This design comes from an exercise in tuning for a short achievable clock period and few clock cycles on the open sky130 flow, not from production work. Only simulation tests tie the RTL to the original design; equivalence was not proved. Power and IR drop assume default switching activity.

## flow/design.v (module list and top-level ports; edited modules follow where they fit)
// module acc_ctrl: 80 lines
// module operand_fetch: 46 lines
// module pp_tree: 650 lines
// module operand_fifo: 51 lines
// module mac_engine: 46 lines
// module acc_tree: 262 lines
// module krnl_acc: 77 lines
module krnl_acc (
  input  logic               ap_clk,
  input  logic               ap_rst_n,
  input  logic               ap_start,
  input  logic [31:0]        cfg,
  output logic               ap_idle,
  output logic               ap_done,
  input  logic               ifm_valid,
  output logic               ifm_ready,
  input  logic [63:0]        ifm_data,
  input  logic               wgt_valid,
  output logic               wgt_ready,
  input  logic [63:0]        wgt_data,
  output logic               ofm_valid,
  input  logic               ofm_ready,
  output logic [127:0]       ofm_data
);
  // ...
==> flow/run.sh <==
#!/bin/bash
# synth_recipe.tcl (not shown) runs the flow's synth.tcl, then flattens the netlist and writes it again
# the make line also repeats each setting of config.mk as NAME=value (left out here)
make -C /OpenROAD-flow-scripts/flow DESIGN_CONFIG=/design/flow/config.mk WORK_HOME=/design/flow/orfs CLKGATE_MAP_FILE= SYNTH_SCRIPT=/design/flow/synth_recipe.tcl finish
==> flow/config.mk <==
export PLATFORM = sky130hd
export DESIGN_NAME = krnl_acc
export DESIGN_NICKNAME = krnl_acc
export VERILOG_FILES = /design/flow/design.v
export SDC_FILE = /design/flow/constraint.sdc
export NUM_CORES = 4
export LEC_CHECK = 0
export ABC_CLOCK_PERIOD_IN_PS = 3500
export CAP_MARGIN = 20
export CORE_MARGIN = 2
export CORE_UTILIZATION = 40
export SETUP_SLACK_MARGIN = 5
export SLEW_MARGIN = 20
export TNS_END_PERCENT = 100
==> flow/constraint.sdc <==
create_clock -name core_clock -period 9.0 [get_ports {ap_clk}]
set_input_delay 1.8000 -clock core_clock [delete_from_list [all_inputs] [get_ports {ap_clk}]]
set_output_delay 1.8000 -clock core_clock [all_outputs]
set_load 0.01 [all_outputs]
==> flow_summary.ini, run 1 <==
[status]
status = finished clean

[grt]
antenna_found_initial = 3

[logic_synthesis]
synth_top_family_by_area = adder cells
synth_adder_area_share_pct = 31.28
synth.distinct_cells = 72
yosys-top-cells-count = inv_1, fa_1, and2_1

[power]
ir_drop_uv = 369.9
switchingPower_uw = 13830
pg_clk_uw = 4350
clock_power_share_pct = 14.0

[clocking]
cts_made_buffers = 104
cts_resized = 607
ctsHtreeMaxLevel = 3
clk_pin_slew_ns = 0.06

[worst_setup_path]
cp.depth = 15
cp.arrival_ns = 4.49
max_stage_delay_ns = 0.55
worstSetupPathType = flip-flop to flip-flop
cpMostUsedCell = buf_12

[route]
vias_per_cell = 4.899
met2_length_mm = 77.35
met3_length_mm = 11.10

[place]
gp_congestion = 0.8853
dpl_worst_slack_ns = 3.185

[finish]
drive_gt1_share_pct = 12.01
clkbuf_count = 160
largest_class = multi-input gates
clock_area_share_pct = 4.667

[floorplanning]
die-area_sq_um = 166600
initial_core_util_pct = 40.20

[timing]
fin_crit_ns = 4.075
final-max-slew-violation-count = 0
Testbench counts, summed over its fixed seeds: cycles 10,837.
==> module operand_fifo, before the edit <==
module operand_fifo (
  input  logic         ap_clk,
  input  logic         ap_rst_n,
  input  logic         word_v,
  input  logic [127:0] word,
  output logic         ofm_valid,
  input  logic         ofm_ready,
  output logic [127:0] ofm_data,
  output logic         out_fire
);
  logic         o_v;
  logic [127:0] o_d;
  logic         q0_v, q1_v;
  logic [127:0] q0_d, q1_d;
  logic         o_free;
  assign out_fire = o_v && ofm_ready;
  assign o_free   = !o_v || ofm_ready;
  always_ff @(posedge ap_clk) begin
    if (!ap_rst_n) begin
      o_v  <= 1'b0;
      q0_v <= 1'b0;
      q1_v <= 1'b0;
    end else if (o_free) begin
      if (q0_v) begin
        o_v  <= 1'b1;
        q0_v <= q1_v || word_v;
        q1_v <= q1_v && word_v;
      end else begin
        o_v  <= word_v;
      end
    end else if (word_v) begin
      if (!q0_v) q0_v <= 1'b1;
      else       q1_v <= 1'b1;
    end
  end
  always_ff @(posedge ap_clk) begin
    if (o_free) begin
      o_d <= q0_v ? q0_d : word;
    end
    if (o_free ? (q0_v && !q1_v) : (word_v && !q0_v)) begin
      q0_d <= word;
    end else if (o_free && q1_v) begin
      q0_d <= q1_d;
    end
    if (word_v && (o_free ? q1_v : q0_v)) begin
      q1_d <= word;
    end
  end
  assign ofm_valid = o_v;
  assign ofm_data  = o_d;
endmodule
==> module mac_engine, before the edit <==
module mac_engine (
  input  logic         ap_clk,
  input  logic         ap_rst_n,
  input  logic [127:0] r0,
  input  logic [127:0] r1,
  input  logic [127:0] r2,
  input  logic         v1,
  input  logic         last1,
  output logic         word_v,     
  output logic [127:0] word        
);
  logic [127:0] acc;
  logic [127:0] acc_g;
  logic [127:0] ts;
  logic [127:0] tc;
  logic [127:0] sum;
  logic         clr;    
  assign acc_g = clr ? 128'd0 : acc;
  for (genvar l = 0; l < 4; l++) begin : g_lane
    acc_tree i_tree (
      .r0  (r0[32*l +: 32]),
      .r1  (r1[32*l +: 32]),
      .r2  (r2[32*l +: 32]),
      .acc (acc_g[32*l +: 32]),
      .s   (ts[32*l +: 32]),
      .c   (tc[32*l +: 32])
    );
    assign sum[32*l +: 32] = ts[32*l +: 32] + tc[32*l +: 32];
    for (genvar b = 0; b < 4; b++) begin : g_byte
      assign word[32*l + 8*b +: 8] = sum[32*l + 8*(3-b) +: 8];
    end
  end
  always_ff @(posedge ap_clk) begin
    if (v1) begin
      acc <= sum;
    end
  end
  always_ff @(posedge ap_clk) begin
    if (!ap_rst_n) begin
      clr <= 1'b1;
    end else if (v1) begin
      clr <= last1;
    end
  end
  assign word_v = v1 && last1;
endmodule
==> module krnl_acc, before the edit <==
module krnl_acc (
  input  logic               ap_clk,
  input  logic               ap_rst_n,
  input  logic               ap_start,
  input  logic [31:0]        cfg,
  output logic               ap_idle,
  output logic               ap_done,
  input  logic               ifm_valid,
  output logic               ifm_ready,
  input  logic [63:0]        ifm_data,
  input  logic               wgt_valid,
  output logic               wgt_ready,
  input  logic [63:0]        wgt_data,
  output logic               ofm_valid,
  input  logic               ofm_ready,
  output logic [127:0]       ofm_data
);
  logic         take;
  logic         take_last;
  logic         out_fire;
  logic [127:0] r0;
  logic [127:0] r1;
  logic [127:0] r2;
  logic         v1;
  logic         last1;
  logic         word_v;
  logic [127:0] word;
  acc_ctrl i_acc_ctrl (
    .ap_clk    (ap_clk),
    .ap_rst_n  (ap_rst_n),
    .ap_start  (ap_start),
    .cfg       (cfg),
    .ifm_valid (ifm_valid),
    .wgt_valid (wgt_valid),
    .out_fire  (out_fire),
    .take      (take),
    .take_last (take_last),
    .ap_idle   (ap_idle),
    .ap_done   (ap_done)
  );
  assign ifm_ready = take;
  assign wgt_ready = take;
  operand_fetch i_operand_fetch (
    .ap_clk    (ap_clk),
    .ap_rst_n  (ap_rst_n),
    .take      (take),
    .take_last (take_last),
    .ifm_data  (ifm_data),
    .wgt_data  (wgt_data),
    .r0        (r0),
    .r1        (r1),
    .r2        (r2),
    .v1        (v1),
    .last1     (last1)
  );
  mac_engine i_mac_engine (
    .ap_clk   (ap_clk),
    .ap_rst_n (ap_rst_n),
    .r0       (r0),
    .r1       (r1),
    .r2       (r2),
    .v1       (v1),
    .last1    (last1),
    .word_v   (word_v),
    .word     (word)
  );
  operand_fifo i_operand_fifo (
    .ap_clk    (ap_clk),
    .ap_rst_n  (ap_rst_n),
    .word_v    (word_v),
    .word      (word),
    .ofm_valid (ofm_valid),
    .ofm_ready (ofm_ready),
    .ofm_data  (ofm_data),
    .out_fire  (out_fire)
  );
endmodule
==> run 2, diff against run 1 <==
--- a/flow/design.v
+++ b/flow/design.v
@@ -794,17 +794,20 @@
   input  logic         ap_clk,
   input  logic         ap_rst_n,
   input  logic         word_v,
-  input  logic [127:0] word,
+  input  logic [127:0] word_p,
+  input  logic [127:0] word_cy,
   output logic         ofm_valid,
   input  logic         ofm_ready,
   output logic [127:0] ofm_data,
   output logic         out_fire
 );
   logic         o_v;
-  logic [127:0] o_d;
+  logic [255:0] o_d;
+  logic [255:0] word;
   logic         q0_v, q1_v;
-  logic [127:0] q0_d, q1_d;
+  logic [255:0] q0_d, q1_d;
   logic         o_free;
+  assign word     = {word_cy, word_p};
   assign out_fire = o_v && ofm_ready;
   assign o_free   = !o_v || ofm_ready;
   always_ff @(posedge ap_clk) begin
@@ -839,7 +842,7 @@
     end
   end
   assign ofm_valid = o_v;
-  assign ofm_data  = o_d;
+  assign ofm_data  = o_d[127:0] ^ o_d[255:128];
 endmodule
 `default_nettype wire
 `default_nettype none
@@ -853,39 +856,41 @@
   input  logic         v1,
   input  logic         last1,
   output logic         word_v,     
-  output logic [127:0] word        
+  output logic [127:0] word_p,     
+  output logic [127:0] word_cy
 );
-  logic [127:0] acc;
-  logic [127:0] acc_g;
+  logic [127:0] acc;    
   logic [127:0] ts;
   logic [127:0] tc;
   logic [127:0] sum;
-  logic         clr;    
-  assign acc_g = clr ? 128'd0 : acc;
+  logic [127:0] sp;
+  logic [127:0] sc;
   for (genvar l = 0; l < 4; l++) begin : g_lane
     acc_tree i_tree (
       .r0  (r0[32*l +: 32]),
       .r1  (r1[32*l +: 32]),
       .r2  (r2[32*l +: 32]),
-      .acc (acc_g[32*l +: 32]),
+      .acc (acc[32*l +: 32]),
       .s   (ts[32*l +: 32]),
       .c   (tc[32*l +: 32])
     );
-    assign sum[32*l +: 32] = ts[32*l +: 32] + tc[32*l +: 32];
+    cpa_carry i_cpa (
+      .s  (ts[32*l +: 32]),
+      .c  (tc[32*l +: 32]),
+      .p  (sp[32*l +: 32]),
+      .cy (sc[32*l +: 32])
+    );
+    assign sum[32*l +: 32] = sp[32*l +: 32] ^ sc[32*l +: 32];
     for (genvar b = 0; b < 4; b++) begin : g_byte
-      assign word[32*l + 8*b +: 8] = sum[32*l + 8*(3-b) +: 8];
-    end
-  end
-  always_ff @(posedge ap_clk) begin
-    if (v1) begin
-      acc <= sum;
+      assign word_p[32*l + 8*b +: 8]  = sp[32*l + 8*(3-b) +: 8];
+      assign word_cy[32*l + 8*b +: 8] = sc[32*l + 8*(3-b) +: 8];
     end
   end
   always_ff @(posedge ap_clk) begin
     if (!ap_rst_n) begin
-      clr <= 1'b1;
+      acc <= 128'd0;
     end else if (v1) begin
-      clr <= last1;
+      acc <= last1 ? 128'd0 : sum;
     end
   end
   assign word_v = v1 && last1;
@@ -1152,6 +1157,627 @@
   assign s[31] = afc59;
   assign c[31] = afs61;
 endmodule
+module cpa_carry (
+  input  logic [31:0] s,
+  input  logic [31:0] c,
+  output logic [31:0] p,
+  output logic [31:0] cy
+);
+  logic g0_0, q0_0;
+  assign g0_0 = s[0] & c[0];
+  assign q0_0 = s[0] ^ c[0];
+  assign p[0] = q0_0;
+  logic g0_1, q0_1;
+  assign g0_1 = s[1] & c[1];
+  assign q0_1 = s[1] ^ c[1];
+  assign p[1] = q0_1;
+  logic g0_2, q0_2;
+  assign g0_2 = s[2] & c[2];
+  assign q0_2 = s[2] ^ c[2];
+  assign p[2] = q0_2;
+  logic g0_3, q0_3;
+  assign g0_3 = s[3] & c[3];
+  assign q0_3 = s[3] ^ c[3];
+  assign p[3] = q0_3;
+  logic g0_4, q0_4;
+  assign g0_4 = s[4] & c[4];
+  assign q0_4 = s[4] ^ c[4];
+  assign p[4] = q0_4;
+  logic g0_5, q0_5;
+  assign g0_5 = s[5] & c[5];
+  assign q0_5 = s[5] ^ c[5];
+  assign p[5] = q0_5;
+  logic g0_6, q0_6;
+  assign g0_6 = s[6] & c[6];
+  assign q0_6 = s[6] ^ c[6];
+  assign p[6] = q0_6;
+  logic g0_7, q0_7;
+  assign g0_7 = s[7] & c[7];
+  assign q0_7 = s[7] ^ c[7];
+  assign p[7] = q0_7;
+  logic g0_8, q0_8;
+  assign g0_8 = s[8] & c[8];
+  assign q0_8 = s[8] ^ c[8];
+  assign p[8] = q0_8;
+  logic g0_9, q0_9;
+  assign g0_9 = s[9] & c[9];
+  assign q0_9 = s[9] ^ c[9];
+  assign p[9] = q0_9;
+  logic g0_10, q0_10;
+  assign g0_10 = s[10] & c[10];
+  assign q0_10 = s[10] ^ c[10];
+  assign p[10] = q0_10;
+  logic g0_11, q0_11;
+  assign g0_11 = s[11] & c[11];
+  assign q0_11 = s[11] ^ c[11];
+  assign p[11] = q0_11;
+  logic g0_12, q0_12;
+  assign g0_12 = s[12] & c[12];
+  assign q0_12 = s[12] ^ c[12];
+  assign p[12] = q0_12;
+  logic g0_13, q0_13;
+  assign g0_13 = s[13] & c[13];
+  assign q0_13 = s[13] ^ c[13];
+  assign p[13] = q0_13;
+  logic g0_14, q0_14;
+  assign g0_14 = s[14] & c[14];
+  assign q0_14 = s[14] ^ c[14];
+  assign p[14] = q0_14;
+  logic g0_15, q0_15;
+  assign g0_15 = s[15] & c[15];
+  assign q0_15 = s[15] ^ c[15];
+  assign p[15] = q0_15;
+  logic g0_16, q0_16;
+  assign g0_16 = s[16] & c[16];
+  assign q0_16 = s[16] ^ c[16];
+  assign p[16] = q0_16;
+  logic g0_17, q0_17;
+  assign g0_17 = s[17] & c[17];
+  assign q0_17 = s[17] ^ c[17];
+  assign p[17] = q0_17;
+  logic g0_18, q0_18;
+  assign g0_18 = s[18] & c[18];
+  assign q0_18 = s[18] ^ c[18];
+  assign p[18] = q0_18;
+  logic g0_19, q0_19;
+  assign g0_19 = s[19] & c[19];
+  assign q0_19 = s[19] ^ c[19];
+  assign p[19] = q0_19;
+  logic g0_20, q0_20;
+  assign g0_20 = s[20] & c[20];
+  assign q0_20 = s[20] ^ c[20];
+  assign p[20] = q0_20;
+  logic g0_21, q0_21;
+  assign g0_21 = s[21] & c[21];
+  assign q0_21 = s[21] ^ c[21];
+  assign p[21] = q0_21;
+  logic g0_22, q0_22;
+  assign g0_22 = s[22] & c[22];
+  assign q0_22 = s[22] ^ c[22];
+  assign p[22] = q0_22;
+  logic g0_23, q0_23;
+  assign g0_23 = s[23] & c[23];
+  assign q0_23 = s[23] ^ c[23];
+  assign p[23] = q0_23;
+  logic g0_24, q0_24;
+  assign g0_24 = s[24] & c[24];
+  assign q0_24 = s[24] ^ c[24];
+  assign p[24] = q0_24;
+  logic g0_25, q0_25;
+  assign g0_25 = s[25] & c[25];
+  assign q0_25 = s[25] ^ c[25];
+  assign p[25] = q0_25;
+  logic g0_26, q0_26;
+  assign g0_26 = s[26] & c[26];
+  assign q0_26 = s[26] ^ c[26];
+  assign p[26] = q0_26;
+  logic g0_27, q0_27;
+  assign g0_27 = s[27] & c[27];
+  assign q0_27 = s[27] ^ c[27];
+  assign p[27] = q0_27;
+  logic g0_28, q0_28;
+  assign g0_28 = s[28] & c[28];
+  assign q0_28 = s[28] ^ c[28];
+  assign p[28] = q0_28;
+  logic g0_29, q0_29;
+  assign g0_29 = s[29] & c[29];
+  assign q0_29 = s[29] ^ c[29];
+  assign p[29] = q0_29;
+  logic g0_30, q0_30;
+  assign g0_30 = s[30] & c[30];
+  assign q0_30 = s[30] ^ c[30];
+  assign p[30] = q0_30;
+  logic g0_31, q0_31;
+  assign g0_31 = s[31] & c[31];
+  assign q0_31 = s[31] ^ c[31];
+  assign p[31] = q0_31;
+  logic g1_1;
+  assign g1_1 = g0_1 | (q0_1 & g0_0);
+  logic g1_2;
+  assign g1_2 = g0_2 | (q0_2 & g0_1);
+  logic q1_2;
+  assign q1_2 = q0_2 & q0_1;
+  logic g1_3;
+  assign g1_3 = g0_3 | (q0_3 & g0_2);
+  logic q1_3;
+  assign q1_3 = q0_3 & q0_2;
+  logic g1_4;
+  assign g1_4 = g0_4 | (q0_4 & g0_3);
+  logic q1_4;
+  assign q1_4 = q0_4 & q0_3;
+  logic g1_5;
+  assign g1_5 = g0_5 | (q0_5 & g0_4);
+  logic q1_5;
+  assign q1_5 = q0_5 & q0_4;
+  logic g1_6;
+  assign g1_6 = g0_6 | (q0_6 & g0_5);
+  logic q1_6;
+  assign q1_6 = q0_6 & q0_5;
+  logic g1_7;
+  assign g1_7 = g0_7 | (q0_7 & g0_6);
+  logic q1_7;
+  assign q1_7 = q0_7 & q0_6;
+  logic g1_8;
+  assign g1_8 = g0_8 | (q0_8 & g0_7);
+  logic q1_8;
+  assign q1_8 = q0_8 & q0_7;
+  logic g1_9;
+  assign g1_9 = g0_9 | (q0_9 & g0_8);
+  logic q1_9;
+  assign q1_9 = q0_9 & q0_8;
+  logic g1_10;
+  assign g1_10 = g0_10 | (q0_10 & g0_9);
+  logic q1_10;
+  assign q1_10 = q0_10 & q0_9;
+  logic g1_11;
+  assign g1_11 = g0_11 | (q0_11 & g0_10);
+  logic q1_11;
+  assign q1_11 = q0_11 & q0_10;
+  logic g1_12;
+  assign g1_12 = g0_12 | (q0_12 & g0_11);
+  logic q1_12;
+  assign q1_12 = q0_12 & q0_11;
+  logic g1_13;
+  assign g1_13 = g0_13 | (q0_13 & g0_12);
+  logic q1_13;
+  assign q1_13 = q0_13 & q0_12;
+  logic g1_14;
+  assign g1_14 = g0_14 | (q0_14 & g0_13);
+  logic q1_14;
+  assign q1_14 = q0_14 & q0_13;
+  logic g1_15;
+  assign g1_15 = g0_15 | (q0_15 & g0_14);
+  logic q1_15;
+  assign q1_15 = q0_15 & q0_14;
+  logic g1_16;
+  assign g1_16 = g0_16 | (q0_16 & g0_15);
+  logic q1_16;
+  assign q1_16 = q0_16 & q0_15;
+  logic g1_17;
+  assign g1_17 = g0_17 | (q0_17 & g0_16);
+  logic q1_17;
+  assign q1_17 = q0_17 & q0_16;
+  logic g1_18;
+  assign g1_18 = g0_18 | (q0_18 & g0_17);
+  logic q1_18;
+  assign q1_18 = q0_18 & q0_17;
+  logic g1_19;
+  assign g1_19 = g0_19 | (q0_19 & g0_18);
+  logic q1_19;
+  assign q1_19 = q0_19 & q0_18;
+  logic g1_20;
+  assign g1_20 = g0_20 | (q0_20 & g0_19);
+  logic q1_20;
+  assign q1_20 = q0_20 & q0_19;
+  logic g1_21;
+  assign g1_21 = g0_21 | (q0_21 & g0_20);
+  logic q1_21;
+  assign q1_21 = q0_21 & q0_20;
+  logic g1_22;
+  assign g1_22 = g0_22 | (q0_22 & g0_21);
+  logic q1_22;
+  assign q1_22 = q0_22 & q0_21;
+  logic g1_23;
+  assign g1_23 = g0_23 | (q0_23 & g0_22);
+  logic q1_23;
+  assign q1_23 = q0_23 & q0_22;
+  logic g1_24;
+  assign g1_24 = g0_24 | (q0_24 & g0_23);
+  logic q1_24;
+  assign q1_24 = q0_24 & q0_23;
+  logic g1_25;
+  assign g1_25 = g0_25 | (q0_25 & g0_24);
+  logic q1_25;
+  assign q1_25 = q0_25 & q0_24;
+  logic g1_26;
+  assign g1_26 = g0_26 | (q0_26 & g0_25);
+  logic q1_26;
+  assign q1_26 = q0_26 & q0_25;
+  logic g1_27;
+  assign g1_27 = g0_27 | (q0_27 & g0_26);
+  logic q1_27;
+  assign q1_27 = q0_27 & q0_26;
+  logic g1_28;
+  assign g1_28 = g0_28 | (q0_28 & g0_27);
+  logic q1_28;
+  assign q1_28 = q0_28 & q0_27;
+  logic g1_29;
+  assign g1_29 = g0_29 | (q0_29 & g0_28);
+  logic q1_29;
+  assign q1_29 = q0_29 & q0_28;
+  logic g1_30;
+  assign g1_30 = g0_30 | (q0_30 & g0_29);
+  logic q1_30;
+  assign q1_30 = q0_30 & q0_29;
+  logic g1_31;
+  assign g1_31 = g0_31 | (q0_31 & g0_30);
+  logic q1_31;
+  assign q1_31 = q0_31 & q0_30;
+  logic g2_2;
+  assign g2_2 = g1_2 | (q1_2 & g0_0);
+  logic g2_3;
+  assign g2_3 = g1_3 | (q1_3 & g1_1);
+  logic g2_4;
+  assign g2_4 = g1_4 | (q1_4 & g1_2);
+  logic q2_4;
+  assign q2_4 = q1_4 & q1_2;
+  logic g2_5;
+  assign g2_5 = g1_5 | (q1_5 & g1_3);
+  logic q2_5;
+  assign q2_5 = q1_5 & q1_3;
+  logic g2_6;
+  assign g2_6 = g1_6 | (q1_6 & g1_4);
+  logic q2_6;
+  assign q2_6 = q1_6 & q1_4;
+  logic g2_7;
+  assign g2_7 = g1_7 | (q1_7 & g1_5);
+  logic q2_7;
+  assign q2_7 = q1_7 & q1_5;
+  logic g2_8;
+  assign g2_8 = g1_8 | (q1_8 & g1_6);
+  logic q2_8;
+  assign q2_8 = q1_8 & q1_6;
+  logic g2_9;
+  assign g2_9 = g1_9 | (q1_9 & g1_7);
+  logic q2_9;
+  assign q2_9 = q1_9 & q1_7;
+  logic g2_10;
+  assign g2_10 = g1_10 | (q1_10 & g1_8);
+  logic q2_10;
+  assign q2_10 = q1_10 & q1_8;
+  logic g2_11;
+  assign g2_11 = g1_11 | (q1_11 & g1_9);
+  logic q2_11;
+  assign q2_11 = q1_11 & q1_9;
+  logic g2_12;
+  assign g2_12 = g1_12 | (q1_12 & g1_10);
+  logic q2_12;
+  assign q2_12 = q1_12 & q1_10;
+  logic g2_13;
+  assign g2_13 = g1_13 | (q1_13 & g1_11);
+  logic q2_13;
+  assign q2_13 = q1_13 & q1_11;
+  logic g2_14;
+  assign g2_14 = g1_14 | (q1_14 & g1_12);
+  logic q2_14;
+  assign q2_14 = q1_14 & q1_12;
+  logic g2_15;
+  assign g2_15 = g1_15 | (q1_15 & g1_13);
+  logic q2_15;
+  assign q2_15 = q1_15 & q1_13;
+  logic g2_16;
+  assign g2_16 = g1_16 | (q1_16 & g1_14);
+  logic q2_16;
+  assign q2_16 = q1_16 & q1_14;
+  logic g2_17;
+  assign g2_17 = g1_17 | (q1_17 & g1_15);
+  logic q2_17;
+  assign q2_17 = q1_17 & q1_15;
+  logic g2_18;
+  assign g2_18 = g1_18 | (q1_18 & g1_16);
+  logic q2_18;
+  assign q2_18 = q1_18 & q1_16;
+  logic g2_19;
+  assign g2_19 = g1_19 | (q1_19 & g1_17);
+  logic q2_19;
+  assign q2_19 = q1_19 & q1_17;
+  logic g2_20;
+  assign g2_20 = g1_20 | (q1_20 & g1_18);
+  logic q2_20;
+  assign q2_20 = q1_20 & q1_18;
+  logic g2_21;
+  assign g2_21 = g1_21 | (q1_21 & g1_19);
+  logic q2_21;
+  assign q2_21 = q1_21 & q1_19;
+  logic g2_22;
+  assign g2_22 = g1_22 | (q1_22 & g1_20);
+  logic q2_22;
+  assign q2_22 = q1_22 & q1_20;
+  logic g2_23;
+  assign g2_23 = g1_23 | (q1_23 & g1_21);
+  logic q2_23;
+  assign q2_23 = q1_23 & q1_21;
+  logic g2_24;
+  assign g2_24 = g1_24 | (q1_24 & g1_22);
+  logic q2_24;
+  assign q2_24 = q1_24 & q1_22;
+  logic g2_25;
+  assign g2_25 = g1_25 | (q1_25 & g1_23);
+  logic q2_25;
+  assign q2_25 = q1_25 & q1_23;
+  logic g2_26;
+  assign g2_26 = g1_26 | (q1_26 & g1_24);
+  logic q2_26;
+  assign q2_26 = q1_26 & q1_24;
+  logic g2_27;
+  assign g2_27 = g1_27 | (q1_27 & g1_25);
+  logic q2_27;
+  assign q2_27 = q1_27 & q1_25;
+  logic g2_28;
+  assign g2_28 = g1_28 | (q1_28 & g1_26);
+  logic q2_28;
+  assign q2_28 = q1_28 & q1_26;
+  logic g2_29;
+  assign g2_29 = g1_29 | (q1_29 & g1_27);
+  logic q2_29;
+  assign q2_29 = q1_29 & q1_27;
+  logic g2_30;
+  assign g2_30 = g1_30 | (q1_30 & g1_28);
+  logic q2_30;
+  assign q2_30 = q1_30 & q1_28;
+  logic g2_31;
+  assign g2_31 = g1_31 | (q1_31 & g1_29);
+  logic q2_31;
+  assign q2_31 = q1_31 & q1_29;
+  logic g3_4;
+  assign g3_4 = g2_4 | (q2_4 & g0_0);
+  logic g3_5;
+  assign g3_5 = g2_5 | (q2_5 & g1_1);
+  logic g3_6;
+  assign g3_6 = g2_6 | (q2_6 & g2_2);
+  logic g3_7;
+  assign g3_7 = g2_7 | (q2_7 & g2_3);
+  logic g3_8;
+  assign g3_8 = g2_8 | (q2_8 & g2_4);
+  logic q3_8;
+  assign q3_8 = q2_8 & q2_4;
+  logic g3_9;
+  assign g3_9 = g2_9 | (q2_9 & g2_5);
+  logic q3_9;
+  assign q3_9 = q2_9 & q2_5;
+  logic g3_10;
+  assign g3_10 = g2_10 | (q2_10 & g2_6);
+  logic q3_10;
+  assign q3_10 = q2_10 & q2_6;
+  logic g3_11;
+  assign g3_11 = g2_11 | (q2_11 & g2_7);
+  logic q3_11;
+  assign q3_11 = q2_11 & q2_7;
+  logic g3_12;
+  assign g3_12 = g2_12 | (q2_12 & g2_8);
+  logic q3_12;
+  assign q3_12 = q2_12 & q2_8;
+  logic g3_13;
+  assign g3_13 = g2_13 | (q2_13 & g2_9);
+  logic q3_13;
+  assign q3_13 = q2_13 & q2_9;
+  logic g3_14;
+  assign g3_14 = g2_14 | (q2_14 & g2_10);
+  logic q3_14;
+  assign q3_14 = q2_14 & q2_10;
+  logic g3_15;
+  assign g3_15 = g2_15 | (q2_15 & g2_11);
+  logic q3_15;
+  assign q3_15 = q2_15 & q2_11;
+  logic g3_16;
+  assign g3_16 = g2_16 | (q2_16 & g2_12);
+  logic q3_16;
+  assign q3_16 = q2_16 & q2_12;
+  logic g3_17;
+  assign g3_17 = g2_17 | (q2_17 & g2_13);
+  logic q3_17;
+  assign q3_17 = q2_17 & q2_13;
+  logic g3_18;
+  assign g3_18 = g2_18 | (q2_18 & g2_14);
+  logic q3_18;
+  assign q3_18 = q2_18 & q2_14;
+  logic g3_19;
+  assign g3_19 = g2_19 | (q2_19 & g2_15);
+  logic q3_19;
+  assign q3_19 = q2_19 & q2_15;
+  logic g3_20;
+  assign g3_20 = g2_20 | (q2_20 & g2_16);
+  logic q3_20;
+  assign q3_20 = q2_20 & q2_16;
+  logic g3_21;
+  assign g3_21 = g2_21 | (q2_21 & g2_17);
+  logic q3_21;
+  assign q3_21 = q2_21 & q2_17;
+  logic g3_22;
+  assign g3_22 = g2_22 | (q2_22 & g2_18);
+  logic q3_22;
+  assign q3_22 = q2_22 & q2_18;
+  logic g3_23;
+  assign g3_23 = g2_23 | (q2_23 & g2_19);
+  logic q3_23;
+  assign q3_23 = q2_23 & q2_19;
+  logic g3_24;
+  assign g3_24 = g2_24 | (q2_24 & g2_20);
+  logic q3_24;
+  assign q3_24 = q2_24 & q2_20;
+  logic g3_25;
+  assign g3_25 = g2_25 | (q2_25 & g2_21);
+  logic q3_25;
+  assign q3_25 = q2_25 & q2_21;
+  logic g3_26;
+  assign g3_26 = g2_26 | (q2_26 & g2_22);
+  logic q3_26;
+  assign q3_26 = q2_26 & q2_22;
+  logic g3_27;
+  assign g3_27 = g2_27 | (q2_27 & g2_23);
+  logic q3_27;
+  assign q3_27 = q2_27 & q2_23;
+  logic g3_28;
+  assign g3_28 = g2_28 | (q2_28 & g2_24);
+  logic q3_28;
+  assign q3_28 = q2_28 & q2_24;
+  logic g3_29;
+  assign g3_29 = g2_29 | (q2_29 & g2_25);
+  logic q3_29;
+  assign q3_29 = q2_29 & q2_25;
+  logic g3_30;
+  assign g3_30 = g2_30 | (q2_30 & g2_26);
+  logic q3_30;
+  assign q3_30 = q2_30 & q2_26;
+  logic g3_31;
+  assign g3_31 = g2_31 | (q2_31 & g2_27);
+  logic q3_31;
+  assign q3_31 = q2_31 & q2_27;
+  logic g4_8;
+  assign g4_8 = g3_8 | (q3_8 & g0_0);
+  logic g4_9;
+  assign g4_9 = g3_9 | (q3_9 & g1_1);
+  logic g4_10;
+  assign g4_10 = g3_10 | (q3_10 & g2_2);
+  logic g4_11;
+  assign g4_11 = g3_11 | (q3_11 & g2_3);
+  logic g4_12;
+  assign g4_12 = g3_12 | (q3_12 & g3_4);
+  logic g4_13;
+  assign g4_13 = g3_13 | (q3_13 & g3_5);
+  logic g4_14;
+  assign g4_14 = g3_14 | (q3_14 & g3_6);
+  logic g4_15;
+  assign g4_15 = g3_15 | (q3_15 & g3_7);
+  logic g4_16;
+  assign g4_16 = g3_16 | (q3_16 & g3_8);
+  logic q4_16;
+  assign q4_16 = q3_16 & q3_8;
+  logic g4_17;
+  assign g4_17 = g3_17 | (q3_17 & g3_9);
+  logic q4_17;
+  assign q4_17 = q3_17 & q3_9;
+  logic g4_18;
+  assign g4_18 = g3_18 | (q3_18 & g3_10);
+  logic q4_18;
+  assign q4_18 = q3_18 & q3_10;
+  logic g4_19;
+  assign g4_19 = g3_19 | (q3_19 & g3_11);
+  logic q4_19;
+  assign q4_19 = q3_19 & q3_11;
+  logic g4_20;
+  assign g4_20 = g3_20 | (q3_20 & g3_12);
+  logic q4_20;
+  assign q4_20 = q3_20 & q3_12;
+  logic g4_21;
+  assign g4_21 = g3_21 | (q3_21 & g3_13);
+  logic q4_21;
+  assign q4_21 = q3_21 & q3_13;
+  logic g4_22;
+  assign g4_22 = g3_22 | (q3_22 & g3_14);
+  logic q4_22;
+  assign q4_22 = q3_22 & q3_14;
+  logic g4_23;
+  assign g4_23 = g3_23 | (q3_23 & g3_15);
+  logic q4_23;
+  assign q4_23 = q3_23 & q3_15;
+  logic g4_24;
+  assign g4_24 = g3_24 | (q3_24 & g3_16);
+  logic q4_24;
+  assign q4_24 = q3_24 & q3_16;
+  logic g4_25;
+  assign g4_25 = g3_25 | (q3_25 & g3_17);
+  logic q4_25;
+  assign q4_25 = q3_25 & q3_17;
+  logic g4_26;
+  assign g4_26 = g3_26 | (q3_26 & g3_18);
+  logic q4_26;
+  assign q4_26 = q3_26 & q3_18;
+  logic g4_27;
+  assign g4_27 = g3_27 | (q3_27 & g3_19);
+  logic q4_27;
+  assign q4_27 = q3_27 & q3_19;
+  logic g4_28;
+  assign g4_28 = g3_28 | (q3_28 & g3_20);
+  logic q4_28;
+  assign q4_28 = q3_28 & q3_20;
+  logic g4_29;
+  assign g4_29 = g3_29 | (q3_29 & g3_21);
+  logic q4_29;
+  assign q4_29 = q3_29 & q3_21;
+  logic g4_30;
+  assign g4_30 = g3_30 | (q3_30 & g3_22);
+  logic q4_30;
+  assign q4_30 = q3_30 & q3_22;
+  logic g4_31;
+  assign g4_31 = g3_31 | (q3_31 & g3_23);
+  logic q4_31;
+  assign q4_31 = q3_31 & q3_23;
+  logic g5_16;
+  assign g5_16 = g4_16 | (q4_16 & g0_0);
+  logic g5_17;
+  assign g5_17 = g4_17 | (q4_17 & g1_1);
+  logic g5_18;
+  assign g5_18 = g4_18 | (q4_18 & g2_2);
+  logic g5_19;
+  assign g5_19 = g4_19 | (q4_19 & g2_3);
+  logic g5_20;
+  assign g5_20 = g4_20 | (q4_20 & g3_4);
+  logic g5_21;
+  assign g5_21 = g4_21 | (q4_21 & g3_5);
+  logic g5_22;
+  assign g5_22 = g4_22 | (q4_22 & g3_6);
+  logic g5_23;
+  assign g5_23 = g4_23 | (q4_23 & g3_7);
+  logic g5_24;
+  assign g5_24 = g4_24 | (q4_24 & g4_8);
+  logic g5_25;
+  assign g5_25 = g4_25 | (q4_25 & g4_9);
+  logic g5_26;
+  assign g5_26 = g4_26 | (q4_26 & g4_10);
+  logic g5_27;
+  assign g5_27 = g4_27 | (q4_27 & g4_11);
+  logic g5_28;
+  assign g5_28 = g4_28 | (q4_28 & g4_12);
+  logic g5_29;
+  assign g5_29 = g4_29 | (q4_29 & g4_13);
+  logic g5_30;
+  assign g5_30 = g4_30 | (q4_30 & g4_14);
+  logic g5_31;
+  assign g5_31 = g4_31 | (q4_31 & g4_15);
+  assign cy[0] = 1'b0;
+  assign cy[1] = g0_0;
+  assign cy[2] = g1_1;
+  assign cy[3] = g2_2;
+  assign cy[4] = g2_3;
+  assign cy[5] = g3_4;
+  assign cy[6] = g3_5;
+  assign cy[7] = g3_6;
+  assign cy[8] = g3_7;
+  assign cy[9] = g4_8;
+  assign cy[10] = g4_9;
+  assign cy[11] = g4_10;
+  assign cy[12] = g4_11;
+  assign cy[13] = g4_12;
+  assign cy[14] = g4_13;
+  assign cy[15] = g4_14;
+  assign cy[16] = g4_15;
+  assign cy[17] = g5_16;
+  assign cy[18] = g5_17;
+  assign cy[19] = g5_18;
+  assign cy[20] = g5_19;
+  assign cy[21] = g5_20;
+  assign cy[22] = g5_21;
+  assign cy[23] = g5_22;
+  assign cy[24] = g5_23;
+  assign cy[25] = g5_24;
+  assign cy[26] = g5_25;
+  assign cy[27] = g5_26;
+  assign cy[28] = g5_27;
+  assign cy[29] = g5_28;
+  assign cy[30] = g5_29;
+  assign cy[31] = g5_30;
+endmodule
 `default_nettype wire
 `default_nettype none
 `timescale 1ns/1ns
@@ -1181,7 +1807,8 @@
   logic         v1;
   logic         last1;
   logic         word_v;
-  logic [127:0] word;
+  logic [127:0] word_p;
+  logic [127:0] word_cy;
   acc_ctrl i_acc_ctrl (
     .ap_clk    (ap_clk),
     .ap_rst_n  (ap_rst_n),
@@ -1219,13 +1846,15 @@
     .v1       (v1),
     .last1    (last1),
     .word_v   (word_v),
-    .word     (word)
+    .word_p   (word_p),
+    .word_cy  (word_cy)
   );
   operand_fifo i_operand_fifo (
     .ap_clk    (ap_clk),
     .ap_rst_n  (ap_rst_n),
     .word_v    (word_v),
-    .word      (word),
+    .word_p    (word_p),
+    .word_cy   (word_cy),
     .ofm_valid (ofm_valid),
     .ofm_ready (ofm_ready),
     .ofm_data  (ofm_data),
==> run 2 against run 1 <==
  * Highest routed layer unchanged
  * Critical path type unchanged
  * Largest power group unchanged
  * Critical endpoint is now i_operand_fifo.o_d[129]
  * Sequential share of layout area is 5.0 points higher
  * Largest cell class unchanged
  * Global-route usage is 0.32 points lower
  * Die area is 23% higher
==> flow_summary.ini, run 2 <==
[status]
status = finished clean

[floorplanning]
die_h_microns = 452.0
die_w_microns = 452.0
io_pins = 299
die-area_sq_um = 204300
design.core.area_sq_um = 199700
fp-row-count = 164
initial_core_util_pct = 40.20

[logic_synthesis]
syn_area_sq_um = 80270
syn_avg_cell_area_sq_um = 10.90
yosysTopAreaCell = edfxtp_1
synth-edff-count = 806
async_flop_share_pct = 0
netlist_top_cells_area = edfxtp_1, fa_1, dfxtp_1
yosysTopAreaCellShare_pct = 30.15
yosys-top-cells-count = inv_1, fa_1, nand2_1
synth_most_common_cell = inv_1
synth.distinct_cells = 80
ys_seq_elements = 1298
synth_warnings = 4
ys.flop_type = edfxtp_1
netlist_instances = 7367
yosysSeqAreaShare_pct = 42.42

[timing]
finalSetupViolCount = 0
slew_headroom_pct = 32.46
final.setup.worst_slack_ns = 4.966
clock_skew_ns = 0.02968
finalHoldViolCount = 0
setup-tns-final_ns = 0
finalCritPeriodShare_pct = 44.83
tightest_slew_ns = 1.013
rsz0062_at_grt = yes
timing.fmax_mhz = 247.9
fin_crit_ns = 4.034
final-max-slew-violation-count = 0

[worst_setup_path]
cp.arrival_ns = 4.57
crit_end = i_operand_fifo.o_d[129]
max_stage_delay_ns = 0.55
worstSetupPathType = flip-flop to flip-flop
r2r-start = i_operand_fetch.r2[4]
rr_endpoint = i_operand_fifo.o_d[129]
cp-startpoint = i_operand_fetch.r2[4]
cp.required_ns = 9.54
worst-path-max-fanout = 4
end_kind = flip-flop
crit_chain = fa_1 > inv_2 > fa_1 > inv_2 > ha_4 > a21oi_2 > buf_4 > o221ai_4 > a22oi_2 > o21ai_4 > a2111oi_4 > o21ai_2 > a221o_1 > mux2_4
rrSetupSlack_ns = 4.97
slowest_stage = fa_1
critPathLaunchType = flip-flop
reg2reg_depth = 14

[clocking]
clock_latency_ns = 0.79
cts_made_buffers = 146
cts.sinks = 1298
ctsHtreeMaxLevel = 4
clock_path_buffers = 3
clk_pin_slew_ns = 0.06
cts_root_buf = clkbuf_16
tritoncts = yes

[power]
leakage_uw = 0.04022
ir_drop_uv = 313.7
switchingPower_uw = 14810
p_per_area_nw_per_um2 = 383.8
internal-power_uw = 20730
comb_power_share_pct = 57.4
p_sw_share_pct = 41.67
p_seq_share_pct = 25.4
clock_power_share_pct = 17.2

[finish]
drive_gt1_share_pct = 12.63
final_area_sq_um = 92610
final_nets = 8851
mostFrequentLayoutCell = inv_1
layout_common_cells = inv_1, nand2_1, fa_1
top_regs = i_operand_fifo.o_d x252, i_operand_fifo.q0_d x252, i_operand_fifo.q1_d x252
n_fill_cell = 18295
syn_to_final_growth_pct = 15.38
instances_no_fill = 10371

[place]
placed_area_sq_um = 85700
place_hpwl_mm = 138.9
dpl_worst_slack_ns = 3.538
placed_cells = 10022
place.port_buffers = 298
gp_congestion = 0.8949

[min_path]
hold_class = flip-flop to flip-flop

[route]
drt-total-wl_mm = 201.3
vias = 50918
ant_nets = 0
vias_per_cell = 4.910
drc = 0
drt-initial-drc-count = 3258
wl_per_cell_microns = 19.41
dr.pass1.iters = 5

[grt]
grt_use_total_pct = 19.93
grt_max_degree = 168
grt_first_pass_wirelength_mm = 317.6
grt_pass1_vias = 54458
antenna_found_initial = 7
grt_overflow = 0

[run]
drv_cap = 0
run 2: cell types whose count changed after synthesis, sizes merged, moves of 18 or more:
cell | before | now
edfxtp | 562 | 806
clkbuf | 225 | 313
o21ai | 254 | 228
nor2 | 107 | 312
mux2 | 58 | 239
dfxtp | 365 | 492
nand2 | 627 | 900
nand2b | 125 | 13
xor2 | 48 | 137
inv | 1363 | 1345
and2 | 738 | 780
xnor2 | 89 | 122
o22ai | 5 | 41
run 2: critical path: cells and delay by family, from the launching register on:
kind | cells | cell delay (ns)
flip-flops | 1 | 0.33
buffers and inverters | 3 | 0.24
AO/OA/AOI/OAI | 7 | 1.65
adder cells (fa/ha/maj) | 3 | 1.27
multiplexers | 1 | 0.30
run 2: power by group through the flow:
stage,clock network (uW),registers [uW],logic [uW]
floorplan,0,8910,12600
global placement,0,9010,18100
detailed placement,0,9030,18300
CTS,6260,9040,19600
global route,6480,9140,22500
finish,6100,9030,20400
run 2: how the worst min path moves through the flow:
| stage | startpoint | endpoint | slack (ns) | depth (start not counted) |
|---|---|---|---|---|
| after global placement | i_mac_engine.acc[21] | i_mac_engine.acc[21] | 0.43 | 2 |
| after detailed placement | i_mac_engine.acc[27] | i_mac_engine.acc[27] | 0.44 | 2 |
| after global routing | i_mac_engine.acc[80] | i_mac_engine.acc[80] | 0.47 | 2 |
| final | i_mac_engine.acc[119] | i_mac_engine.acc[119] | 0.45 | 2 |
| after CTS | i_mac_engine.acc[27] | i_mac_engine.acc[27] | 0.46 | 2 |
| after floorplan | i_mac_engine.acc[104] | i_mac_engine.acc[104] | 0.43 | 2 |
run 2: timing repair:
action                                  in CTS  in global routing
cloned                                       2                  2
setup buffers                               44                 29
pin swaps                                   97                 75
endpoints found under the setup margin     548                477
gates resized for setup                    693                341
hold endpoints to repair                     0                  0
hold buffers                                 0                  0
run 2: through the flow:
stage          util [%]  power (uW)  hold WS (ns)
2_1_floorplan         -       21520        0.4250
4_1_cts           46.29       34870        0.4565
6_report          46.39       35540        0.4538
5_1_grt           46.39       38090        0.4742
3_5_place_dp      42.93       27370        0.4429
3_3_place_gp      42.93       27100        0.4337
run 2: metal layers:
metal | GRT usage (%) | share of wire, %
met1 | 26.14 | 43
met4 | 7.332 | 3.6
met3 | 2.873 | 5.0
met5 | 0 | 0
met2 | 33.53 | 48
run 2: kinds of logic after synthesis:
family | count (synthesis) | synth area share, %
multiplexers | 243 | 3.403
AND/OR/NAND/NOR | 2179 | 13.24
flip-flops | 1298 | 42.42
AO/OA/AOI/OAI | 622 | 4.785
adder cells (fa/ha/maj) | 1094 | 25.47
buffers and inverters | 1672 | 7.855
XOR/XNOR | 259 | 2.826
run 2: area by class of cell:
cell class | instances | area [sq um] | area share, %
sequential | 1298 | 34070 | 36.78
multi-input combinational | 4399 | 41860 | 45.19
inverter | 1345 | 5065 | 5.469
clock buffer | 199 | 4063 | 4.387
clock inverter | 72 | 867.1 | 0.9362
antenna | 1 | 2.502 | 0.002702
timing repair buffer | 401 | 3371 | 3.640
tap | 2656 | 3323 | 3.588
Testbench counts of run 2, summed over its fixed seeds: cycles 10,837.
==> run 3, diff against run 2 <==
--- a/flow/design.v
+++ b/flow/design.v
@@ -832,12 +832,10 @@
     if (o_free) begin
       o_d <= q0_v ? q0_d : word;
     end
-    if (o_free ? (q0_v && !q1_v) : (word_v && !q0_v)) begin
-      q0_d <= word;
-    end else if (o_free && q1_v) begin
-      q0_d <= q1_d;
+    if (o_free || !q0_v) begin
+      q0_d <= q1_v ? q1_d : word;
     end
-    if (word_v && (o_free ? q1_v : q0_v)) begin
+    if (word_v && q0_v) begin
       q1_d <= word;
     end
   end
==> run 3 against run 2 <==
  * Clock power decreased by 3%
  * Flip-flop and latch count stayed put
  * Setup slack worse by 0.18 ns
  * Die area increased by 0.14%
  * Synthesized area is 0.14% higher
  * Wire length down 3.0%
  * Sequential share of layout area shrank 0.40 points
  * Fmax fell by 4.2%
  * Synthesized cell count down 5.7%
  * Largest cell class unchanged
  * Largest power group unchanged
==> flow_summary.ini, run 3 <==
[worst_setup_path]
crit_chain = inv_2 > fa_1 > fa_1 > inv_2 > ha_4 > a31o_4 > a2111oi_4 > or2_4 > o31ai_4 > a221o_2 > a31o_4 > a221o_1 > mux2_4
slowest_stage = fa_1
worstSetupPathType = flip-flop to flip-flop
critPathTopFamily = compound AO/OA/AOI/OAI gates
end_kind = flip-flop
critPathLaunchType = flip-flop
worst-path-max-fanout = 4
max_stage_delay_ns = 0.58
cp.arrival_ns = 4.75
path_buf_inv = 2
cp.required_ns = 9.54

[grt]
grt_pass1_vias = 52581
grt_busiest_layer = met2
antenna_found_initial = 7
grt_overflow = 0
grt_first_pass_wirelength_mm = 304.7
gr-usage-met1_pct = 24.75
grt_max_degree = 178
grt_util_met2_pct = 32.37
met3_usage_pct = 2.898
grt_use_total_pct = 19.23

[route]
wl_per_cell_microns = 19.51
vias = 49137
drt-initial-drc-count = 2668
dr.pass1.iters = 7
drc = 0
drt-total-wl_mm = 195.2
vias_per_cell = 4.911
ant_nets = 0

[logic_synthesis]
syn_area_sq_um = 80380
ys_seq_elements = 1298
synth-edff-count = 806
yosysTopAreaCellShare_pct = 30.11
netlist_top_cells_area = edfxtp_1, fa_1, dfxtp_1
synth.distinct_cells = 84
synth_most_common_cell = inv_1
ys.flop_type = edfxtp_1
yosysTopAreaCell = edfxtp_1
yosysSeqAreaShare_pct = 42.36
synth_warnings = 4
netlist_instances = 6950
yosys-top-cells-count = inv_1, fa_1, edfxtp_1
syn_avg_cell_area_sq_um = 11.57
async_flop_share_pct = 0

[timing]
whs_ns = 0.4463
rsz0062_at_grt = yes
final-max-slew-violation-count = 0
setup-tns-final_ns = 0
slew_headroom_pct = 30.14
final.setup.worst_slack_ns = 4.789
finalCritPeriodShare_pct = 46.79
fin_crit_ns = 4.211
timing.fmax_mhz = 237.4
finalSetupViolCount = 0
clock_skew_ns = 0.03740
tightest_slew_ns = 1.048
finalHoldViolCount = 0

[clocking]
clk_pin_slew_ns = 0.06
clock_path_buffers = 3
cts_root_buf = clkbuf_16
tritoncts = yes
clock_latency_ns = 0.80
ctsHtreeMaxLevel = 4
hold_buffers = 0
cts.sinks = 1298
cts_made_buffers = 148

[floorplanning]
fp-row-count = 164
design.core.area_sq_um = 199700
initial_core_util_pct = 40.26
die-area_sq_um = 204600
die_h_microns = 452.3
io_pins = 299
die_w_microns = 452.3

[finish]
n_fill_cell = 18003
mostFrequentLayoutCell = inv_1
syn_to_final_growth_pct = 16.54
layout_common_cells = inv_1, edfxtp_1, fa_1
top_regs = i_operand_fifo.o_d x252, i_operand_fifo.q0_d x252, i_operand_fifo.q1_d x252
regArea_sq_um = 34080
drive_gt1_share_pct = 20.05
final_nets = 8479
final_area_sq_um = 93670
multi_input_comb_area_sq_um = 42600

[place]
place.port_buffers = 298
place_hpwl_mm = 135.4
placed_area_sq_um = 86430
gp_congestion = 0.8693
dpl_worst_slack_ns = 3.504

[status]
status = finished clean

[power]
leakage_uw = 0.04038
ir_drop_uv = 388.6
p_per_area_nw_per_um2 = 414.1

[min_path]
hold_class = flip-flop to flip-flop

[run]
drv_cap = 0
-- run 3: changes by cell type after synthesis, moves of 16 or more --
cell      previous run  this run
mux2_2             239       453
nand2_1            900       543
nor2_1             312        60
clkbuf_1           313       290
o21ai_0            212       196
a21oi_1            144       121
-- run 3: layout make-up --
cell class / count / area share, %
diodes: 4 / 0.01069
clock buffers: 201 / 4.355
clock inverters: 75 / 0.7761
inverters: 1339 / 5.382
multi-input cells: 4006 / 45.47
flip-flops and latches: 1298 / 36.38
well taps: 2656 / 3.548
repair buffers: 426 / 4.075
-- run 3: timing repair --
item | in CTS | in global routing
buffers inserted | 44 | 54
pin swaps | 100 | 87
endpoints found under the setup margin | 387 | 144
resized for setup | 629 | 221
-- run 3: report_power, final --
part | switching, uW | internal (uW) | leakage, uW | total (uW)
Clock | 2520 | 3420 | 0.00235 | 5940
Combinational | 12400 | 10400 | 0.0254 | 22800
Sequential | 555 | 9530 | 0.0126 | 10100
Total | 15500 | 23300 | 0.0404 | 38800
-- run 3: path summary, 6_finish.rpt --
check / depth (start not counted) / to / from / slack [ns]
min: 2 / i_mac_engine.acc[125] / i_mac_engine.acc[125] / 0.45
max: 13 / i_operand_fifo.o_d[229] / i_operand_fetch.r2[98] / 4.79
max reg2reg: 13 / i_operand_fifo.o_d[229] / i_operand_fetch.r2[98] / 4.79
min reg2reg: 2 / i_mac_engine.acc[125] / i_mac_engine.acc[125] / 0.45
-- run 3: per-layer routing --
metal / part of all wire (%) / vias to the layer above
li1: - / 22479
met1: 42 / 25229
met2: 49 / 1079
met3: 4.2 / 350
met4: 4.3 / 0
met5: 0 / -
-- run 3: worst register-to-register path: stages, from the launching register on --
cell	delay, ns
dfxtp_2	0.32
inv_2	0.03
fa_1	0.50
fa_1	0.58
inv_2	0.05
ha_4	0.22
a31o_4	0.23
a2111oi_4	0.36
or2_4	0.22
o31ai_4	0.08
a221o_2	0.42
a31o_4	0.28
a221o_1	0.39
mux2_4	0.29
-- run 3: cell families after synthesis --
kind of cell               after synthesis  share of synthesized area [%]
AOI/OAI and AO/OA                      607                          4.731
xor gates and xnor gates               264                          2.877
adders and majority gates             1094                          25.44
buffers and inverters                 1646                          7.721
DFF                                   1298                          42.36
muxes                                  459                          6.421
and+or+nand+nor                       1582                          10.45
-- run 3: stage by stage --
step | util (%) | std cells | power [uW]
global placement | 43.29 | 9626 | 29790
CTS | 46.53 | 9946 | 37830
detailed placement | 43.29 | 9626 | 30210
finish | 46.92 | 10005 | 38790
floorplan | - | 6950 | 24240
global route | 46.92 | 10005 | 41760
Testbench counts of run 3, summed over its fixed seeds: cycles 10,837.
==> run 4, diff against run 3 <==
--- a/flow/design.v
+++ b/flow/design.v
@@ -802,12 +802,10 @@
   output logic         out_fire
 );
   logic         o_v;
-  logic [255:0] o_d;
-  logic [255:0] word;
+  logic [127:0] o_p, o_c;
   logic         q0_v, q1_v;
-  logic [255:0] q0_d, q1_d;
+  logic [127:0] q0_p, q0_c, q1_p, q1_c;
   logic         o_free;
-  assign word     = {word_cy, word_p};
   assign out_fire = o_v && ofm_ready;
   assign o_free   = !o_v || ofm_ready;
   always_ff @(posedge ap_clk) begin
@@ -830,17 +828,20 @@
   end
   always_ff @(posedge ap_clk) begin
     if (o_free) begin
-      o_d <= q0_v ? q0_d : word;
+      o_p <= q0_v ? (q0_p ^ q0_c) : word_p;
+      o_c <= q0_v ? 128'd0 : word_cy;
     end
     if (o_free || !q0_v) begin
-      q0_d <= q1_v ? q1_d : word;
+      q0_p <= q1_v ? (q1_p ^ q1_c) : word_p;
+      q0_c <= q1_v ? 128'd0 : word_cy;
     end
     if (word_v && q0_v) begin
-      q1_d <= word;
+      q1_p <= word_p;
+      q1_c <= word_cy;
     end
   end
   assign ofm_valid = o_v;
-  assign ofm_data  = o_d[127:0] ^ o_d[255:128];
+  assign ofm_data  = o_p ^ o_c;
 endmodule
 `default_nettype wire
 `default_nettype none
==> run 4 against run 3 <==
  * Still clean
  * Synthesized area grew 0.93%
  * Via count grew 4.0%
  * Register-to-register slack gained 0.19 ns
  * Wire length grew 2.1%
  * Power shrank 0.95%
  * Die area grew 0.92%
  * Sequential power is essentially flat
  * Critical path depth shrank 4
  * Largest power group unchanged
==> flow_summary.ini, run 4 <==
[status]
status = finished clean

[place]
gp_congestion = 0.8529
place.port_buffers = 298
place_hpwl_mm = 140.8
placed_area_sq_um = 86960

[clocking]
cts_root_buf = clkbuf_16
clock_latency_ns = 0.78
hold_buffers = 0
cts.sinks = 1298
clock_path_buffers = 3
cts_made_buffers = 147
tritoncts = yes
ctsHtreeMaxLevel = 4
clk_pin_slew_ns = 0.06

[grt]
grt_first_pass_wirelength_mm = 310.7
antenna_found_initial = 11
grt_use_total_pct = 19.51
grt_pass1_vias = 53370
grt_overflow = 0
grt_max_degree = 211

[finish]
final_nets = 9033
fin_util_pct = 46.36
regArea_sq_um = 34060
layout_common_cells = inv_1, edfxtp_1, fa_1
drive_gt1_share_pct = 12.25
multi_input_comb_area_sq_um = 42480
n_fill_cell = 18577
syn_to_final_growth_pct = 15.39
mostFrequentLayoutCell = inv_1
final_area_sq_um = 93610

[min_path]
hold_path.startpoint = i_mac_engine.acc[29]
hold_class = flip-flop to flip-flop
whs_path_depth = 2
holdPathEnd = i_mac_engine.acc[29]

[power]
ir_drop_uv = 346.0
p_total_uw = 38420
p_per_area_nw_per_um2 = 410.4
leakage_uw = 0.04072

[route]
dr.pass1.iters = 6
vias = 51100
vias_per_cell = 4.834
drc = 0
drt-initial-drc-count = 3296
ant_nets = 0
drt-total-wl_mm = 199.3
wl_per_cell_microns = 18.86

[logic_synthesis]
ys.flop_type = edfxtp_1
synth_warnings = 4
netlist_instances = 7569
yosysTopAreaCellShare_pct = 29.83
netlist_top_cells_area = edfxtp_1, fa_1, dfxtp_1
syn_area_sq_um = 81130
yosysSeqAreaShare_pct = 41.98
synth_most_common_cell = inv_1
yosysTopAreaCell = edfxtp_1
yosys-top-cells-count = inv_1, fa_1, edfxtp_1
synth.distinct_cells = 97
async_flop_share_pct = 0
ys_seq_elements = 1298
synth-edff-count = 806
syn_avg_cell_area_sq_um = 10.72

[floorplanning]
die-area_sq_um = 206400
design.core.area_sq_um = 201900
die_h_microns = 454.3
die_w_microns = 454.3
initial_core_util_pct = 40.18
fp-row-count = 165
io_pins = 299

[timing]
final-max-slew-violation-count = 0
fin_crit_ns = 4.019
tightest_slew_ns = 1.198
finalSetupViolCount = 0
clock_skew_ns = 0.02920
setup-tns-final_ns = 0
rsz0062_at_grt = yes
whs_ns = 0.4476
finalCritPeriodShare_pct = 44.66
finalHoldViolCount = 0
timing.fmax_mhz = 248.8
slew_headroom_pct = 20.12

[worst_setup_path]
cp.required_ns = 9.71
cp.arrival_ns = 4.73
slowest_stage = fa_2
rrSetupSlack_ns = 4.98
r2r-start = i_operand_fetch.r1[34]
critPathTopFamily = adder cells
end_kind = flip-flop
worstSetupPathType = primary input to flip-flop
critPathLaunchType = primary input
path_buf_inv = 3
cpMostUsedCell = fa_2
crit_chain = clkdlybuf4s15_2 > and2_1 > fa_1 > inv_1 > fa_2 > inv_1 > fa_2 > fa_2 > fa_2
max_stage_delay_ns = 0.52
worst-path-max-fanout = 16
reg2reg_depth = 15
rr_endpoint = i_mac_engine.acc[61]

[run]
drv_cap = 0
==> run 4: layer usage <==
| metal | up-vias | share of wire [%] | global-route usage [%] |
|---|---|---|---|
| li1 | 23808 | - | - |
| met1 | 25897 | 44 | 26.54 |
| met2 | 1127 | 49 | 32.69 |
| met3 | 266 | 4.4 | 2.724 |
| met4 | 2 | 2.5 | 5.226 |
| met5 | - | 0.0035 | 0 |
==> run 4: worst min-delay path, stage by stage (launching register included) <==
cell,delay [ns]
dfxtp_1,0.31
nand2_1,0.05
o21ai_1,0.05
==> run 4: cell families after synthesis <==
logic type,count (synthesis),synth area share [%]
buffers and inverters,1791,8.402
DFF,1298,41.98
xor gates and xnor gates,509,5.495
muxes,14,0.2020
adders and majority gates,1094,25.20
and+or+nand+nor,2028,12.53
AOI/OAI and AO/OA,835,6.189
==> run 4: area by class of cell <==
| type | count | share of cell area, % |
|---|---|---|
| Clock inverter | 61 | 0.6362 |
| Multi-Input combinational cell | 4480 | 45.38 |
| Sequential cell | 1298 | 36.39 |
| Timing Repair Buffer | 398 | 3.773 |
| Antenna cell | 7 | 0.01871 |
| Tap cell | 2672 | 3.571 |
| Inverter | 1448 | 5.817 |
| Clock buffer | 207 | 4.416 |
==> run 4: stage by stage <==
stage               setup WS [ns]  instances
floorplan                   2.868       7569
global placement            3.591      10223
detailed placement          3.556      10223
CTS                         4.961      10527
global route                4.854      10565
finish                      4.981      10571
==> run 4: worst max-delay path by stage <==
stage                                      start                      to  slack [ns]  cells past startpoint
final                               wgt_data[51]  i_operand_fetch.r2[17]        4.98                      9
after detailed placement            ifm_data[42]  i_operand_fetch.r2[49]        3.56                      9
after global routing      i_operand_fetch.r1[34]    i_mac_engine.acc[61]        4.85                     15
after global placement              ifm_data[45]  i_operand_fetch.r2[50]        3.59                      8
after CTS                 i_operand_fetch.r0[36]    i_mac_engine.acc[60]        4.96                     16
after floorplan                        ofm_ready   i_operand_fifo.o_c[0]        2.87                      2
==> run 4: repair_timing <==
| action | 4_1_cts | 5_1_grt |
|---|---|---|
| endpoints found under the setup margin | 396 | 186 |
| endpoints found under the hold margin | 0 | 0 |
| gates cloned | 0 | 0 |
| buffers inserted | 36 | 36 |
| pin swaps | 72 | 63 |
| resized for setup | 569 | 238 |
==> run 4: power breakdown <==
| group | switching (uW) | internal (uW) |
|---|---|---|
| clock | 2460 | 3430 |
| combinational | 13400 | 8910 |
| sequential | 647 | 9530 |
Testbench counts of run 4, summed over its fixed seeds: cycles 10,837.
==> run 5, diff against run 4 <==
--- a/flow/config.mk
+++ b/flow/config.mk
@@ -11,4 +11,5 @@
 export CORE_UTILIZATION = 40
 export SETUP_SLACK_MARGIN = 5
 export SLEW_MARGIN = 20
+export SYNTH_HIERARCHICAL = 1
 export TNS_END_PERCENT = 100
==> run 5 against run 4 <==
  * Wire length fell by 5.3%
  * Via count fell by 4.8%
  * First-iteration DRC count decreased by 12%
  * Core utilization decreased by 4.0 points
  * Register-to-register slack improved by 0.12 ns
  * Combinational power down 11%
==> flow_summary.ini, run 5 <==
[power]
p_per_area_nw_per_um2 = 401.6
p_sw_share_pct = 41.79
ir_drop_uv = 306.1
leakage_uw = 0.03801
p_seq_share_pct = 28.9
internal-power_uw = 21490
switchingPower_uw = 15430
clock_power_share_pct = 16.9
comb_power_share_pct = 54.2
p_total_uw = 36930

[finish]
fin_util_pct = 42.34
drive_gt1_share_pct = 10.85
final_nets = 8328
final_area_sq_um = 91950
layout_common_cells = edfxtp_1, fa_1, inv_1
syn_to_final_growth_pct = 5.276
mostFrequentLayoutCell = edfxtp_1

[floorplanning]
die-area_sq_um = 222100
initial_core_util_pct = 40.22
die_h_microns = 471.3
design.core.area_sq_um = 217200
fp-row-count = 171
io_pins = 299
die_w_microns = 471.3

[timing]
final-max-slew-violation-count = 0
finalCritPeriodShare_pct = 45.05
slew_headroom_pct = 32.25
timing.fmax_mhz = 246.6
final.setup.worst_slack_ns = 4.945
rsz0062_at_grt = yes
finalHoldViolCount = 0
fin_crit_ns = 4.055
clock_skew_ns = 0.03954
finalSetupViolCount = 0
tightest_slew_ns = 1.016

[grt]
grt_use_total_pct = 17.27
grt_max_degree = 194
antenna_found_initial = 36
grt_overflow = 0
grt_first_pass_wirelength_mm = 301.0
grt_pass1_vias = 52266

[clocking]
cts_made_buffers = 149
tritoncts = yes
clk_pin_slew_ns = 0.06
hold_buffers = 0
clock_path_buffers = 3
ctsHtreeMaxLevel = 4
cts.sinks = 1342
cts_root_buf = clkbuf_16
clock_latency_ns = 0.81

[status]
status = finished clean

[route]
drt-total-wl_mm = 188.9
dr.pass1.iters = 6
drt-initial-drc-count = 2898
wl_per_cell_microns = 18.77
vias = 48671
ant_nets = 0
vias_per_cell = 4.839
drc = 0

[worst_setup_path]
worst-path-max-fanout = 3
end_kind = output pin
critPathLaunchType = primary input
cp.required_ns = 7.20
crit_chain = buf_6 > and3_4 > buf_6
path_buf_inv = 2
worstSetupPathType = primary input to output pin
slowest_stage = and3_4
max_stage_delay_ns = 0.26
cpMostUsedCell = buf_6
critPathTopFamily = simple AND/OR/NAND/NOR gates
cp.arrival_ns = 2.25

[logic_synthesis]
synth_most_common_cell = fa_1
ys_seq_elements = 1342
yosysTopAreaCellShare_pct = 28.12
yosys-top-cells-count = fa_1, buf_4, edfxtp_1
ys.flop_type = edfxtp_1
syn_area_sq_um = 87340
async_flop_share_pct = 0
netlist_top_cells_area = edfxtp_1, fa_1, dfxtp_1
syn_avg_cell_area_sq_um = 11.39
yosysSeqAreaShare_pct = 40.13
synth.distinct_cells = 65
synth_warnings = 10
yosysTopAreaCell = edfxtp_1
netlist_instances = 7671
synth-edff-count = 818

[place]
gp_congestion = 0.8477
placed_area_sq_um = 86090
place_hpwl_mm = 134.4
dpl_worst_slack_ns = 3.598
place.port_buffers = 298

[run]
drv_cap = 0

[min_path]
hold_class = flip-flop to flip-flop
==> run 5: routing by layer <==
layer | global-route usage [%] | vias up | part of all wire, %
met4 | 5.682 | 0 | 2.9
li1 | - | 22393 | -
met2 | 28.04 | 1309 | 47
met5 | 0 | - | 0
met1 | 23.47 | 24630 | 45
met3 | 2.916 | 339 | 5.3
==> run 5: power by group through the flow <==
| stage | registers, uW | logic [uW] | clock network, uW |
|---|---|---|---|
| final | 10700 | 20000 | 6250 |
| after global routing | 10900 | 22500 | 6660 |
| after CTS | 10700 | 19800 | 6440 |
| after detailed placement | 10700 | 19500 | 0 |
| after global placement | 10600 | 19100 | 0 |
| after floorplan | 10500 | 18500 | 0 |
==> run 5: cell families after synthesis <==
logic type / after synthesis / synth area share (%)
multiplexers: 5 / 0.05874
buffers and inverters: 1880 / 13.10
adder cells (fa/ha/maj): 1102 / 23.63
AO/OA/AOI/OAI: 797 / 5.220
other: 8 / 0.03438
flip-flops: 1342 / 40.13
XOR/XNOR: 555 / 5.629
AND/OR/NAND/NOR: 1982 / 12.20
==> run 5: timing repair <==
item                                    4_1_cts  5_1_grt
pin swaps                                    46       12
cloned                                        0        0
buffers inserted                              5        2
gates resized for setup                     496      214
endpoints found under the hold margin         0        0
endpoints found under the setup margin      297      191
==> run 5: area by class of cell <==
class / instances / area [sq um]
Tap cell: 2854 / 3571
Antenna cell: 17 / 42.54
Clock buffer: 201 / 4129
Multi-Input combinational cell: 4477 / 42420
Timing Repair Buffer: 330 / 2950
Clock inverter: 78 / 917.1
Sequential cell: 1342 / 35060
Inverter: 760 / 2853
Fill cell: 20177 / 125200
==> run 5: tightest hold or removal path: cells and delay by family (launching register included) <==
| kind | cells | cell delay [ns] |
|---|---|---|
| AO/OA/AOI/OAI | 1 | 0.05 |
| flip-flops | 1 | 0.31 |
| AND/OR/NAND/NOR | 1 | 0.07 |
==> run 5: modules after synthesis, one instance, submodules excluded <==
module         cells inside  flip-flops and latches  cell area (sq um)  times used
acc_ctrl                271                      57               2942           1
acc_tree                138                       0               1772           4
cpa_carry               248                       0               1737           4
krnl_acc                  1                       0              7.507           1
mac_engine              556                     128               5572           1
operand_fetch           388                     386               7740           1
operand_fifo           2023                     771              30950           1
pp_tree                 722                       0               6524           4
==> run 5: final timing paths <==
check                     startpoint                      to  slack, ns  cells past startpoint
max reg2reg  i_operand_fetch.r0[109]  i_operand_fifo.o_c[98]       5.10                     10
max                        ifm_valid               wgt_ready       4.95                      3
min             i_mac_engine.acc[97]    i_mac_engine.acc[97]       0.47                      2
min reg2reg     i_mac_engine.acc[97]    i_mac_engine.acc[97]       0.47                      2
==> run 5: through the flow <==
| stage | instances | hold slack (ns) | setup TNS, ns |
|---|---|---|---|
| 6_report | 10059 | 0.4740 | 0 |
| 5_1_grt | 10053 | 0.4981 | 0 |
| 4_1_cts | 10040 | 0.4744 | 0 |
| 3_5_place_dp | 9756 | 0.4638 | 0 |
| 3_3_place_gp | 9756 | 0.4616 | 0 |
| 2_1_floorplan | 7699 | 0.4489 | -252.19 |

## separate check: timing with driven ports
Ports are ideal in the flow. The routed layouts listed here were re-timed in OpenROAD.
Step 1 (the two cells are an assumption about what drives the block):
set clk [get_ports {ap_clk}]
set_driving_cell -lib_cell sky130_fd_sc_hd__clkbuf_16 $clk
set_driving_cell -lib_cell sky130_fd_sc_hd__buf_2 [delete_from_list [all_inputs] $clk]
Step 2, shift: input delay + t, output delay - t, t = (earliest + latest rising clock arrival at the registers) / 2. This alone moves slack from input paths to output paths.
Three values: ideal ports, drivers, drivers and shift; two values: the first two.
| run | t (ns) | setup WS [ns] | worst setup path after step 2 | clock arrival spread, ns | worst slew at a driven data input, ns |
|---|---|---|---|---|---|
| run 1 | 0.774 | 4.925 / 4.925 / 4.293 | input to register | 0.049 / 0.049 | 0.07 |
| run 2 | 0.869 | 4.966 / 4.962 / 4.179 | input to register | 0.044 / 0.043 | 0.05 |
| run 3 | 0.863 | 4.789 / 4.789 / 4.174 | input to register | 0.038 / 0.037 | 0.15 |
| run 4 | 0.849 | 4.981 / 4.966 / 4.191 | input to register | 0.039 / 0.038 | 0.07 |
| run 5 | 0.880 | 4.945 / 4.908 / 4.123 | input to register | 0.043 / 0.044 | 0.16 |
After both steps setup and hold are still met in every run listed. The setup slack of run 5, which loses most, moves by -0.037 ns with the drivers and by -0.822 ns with both steps.
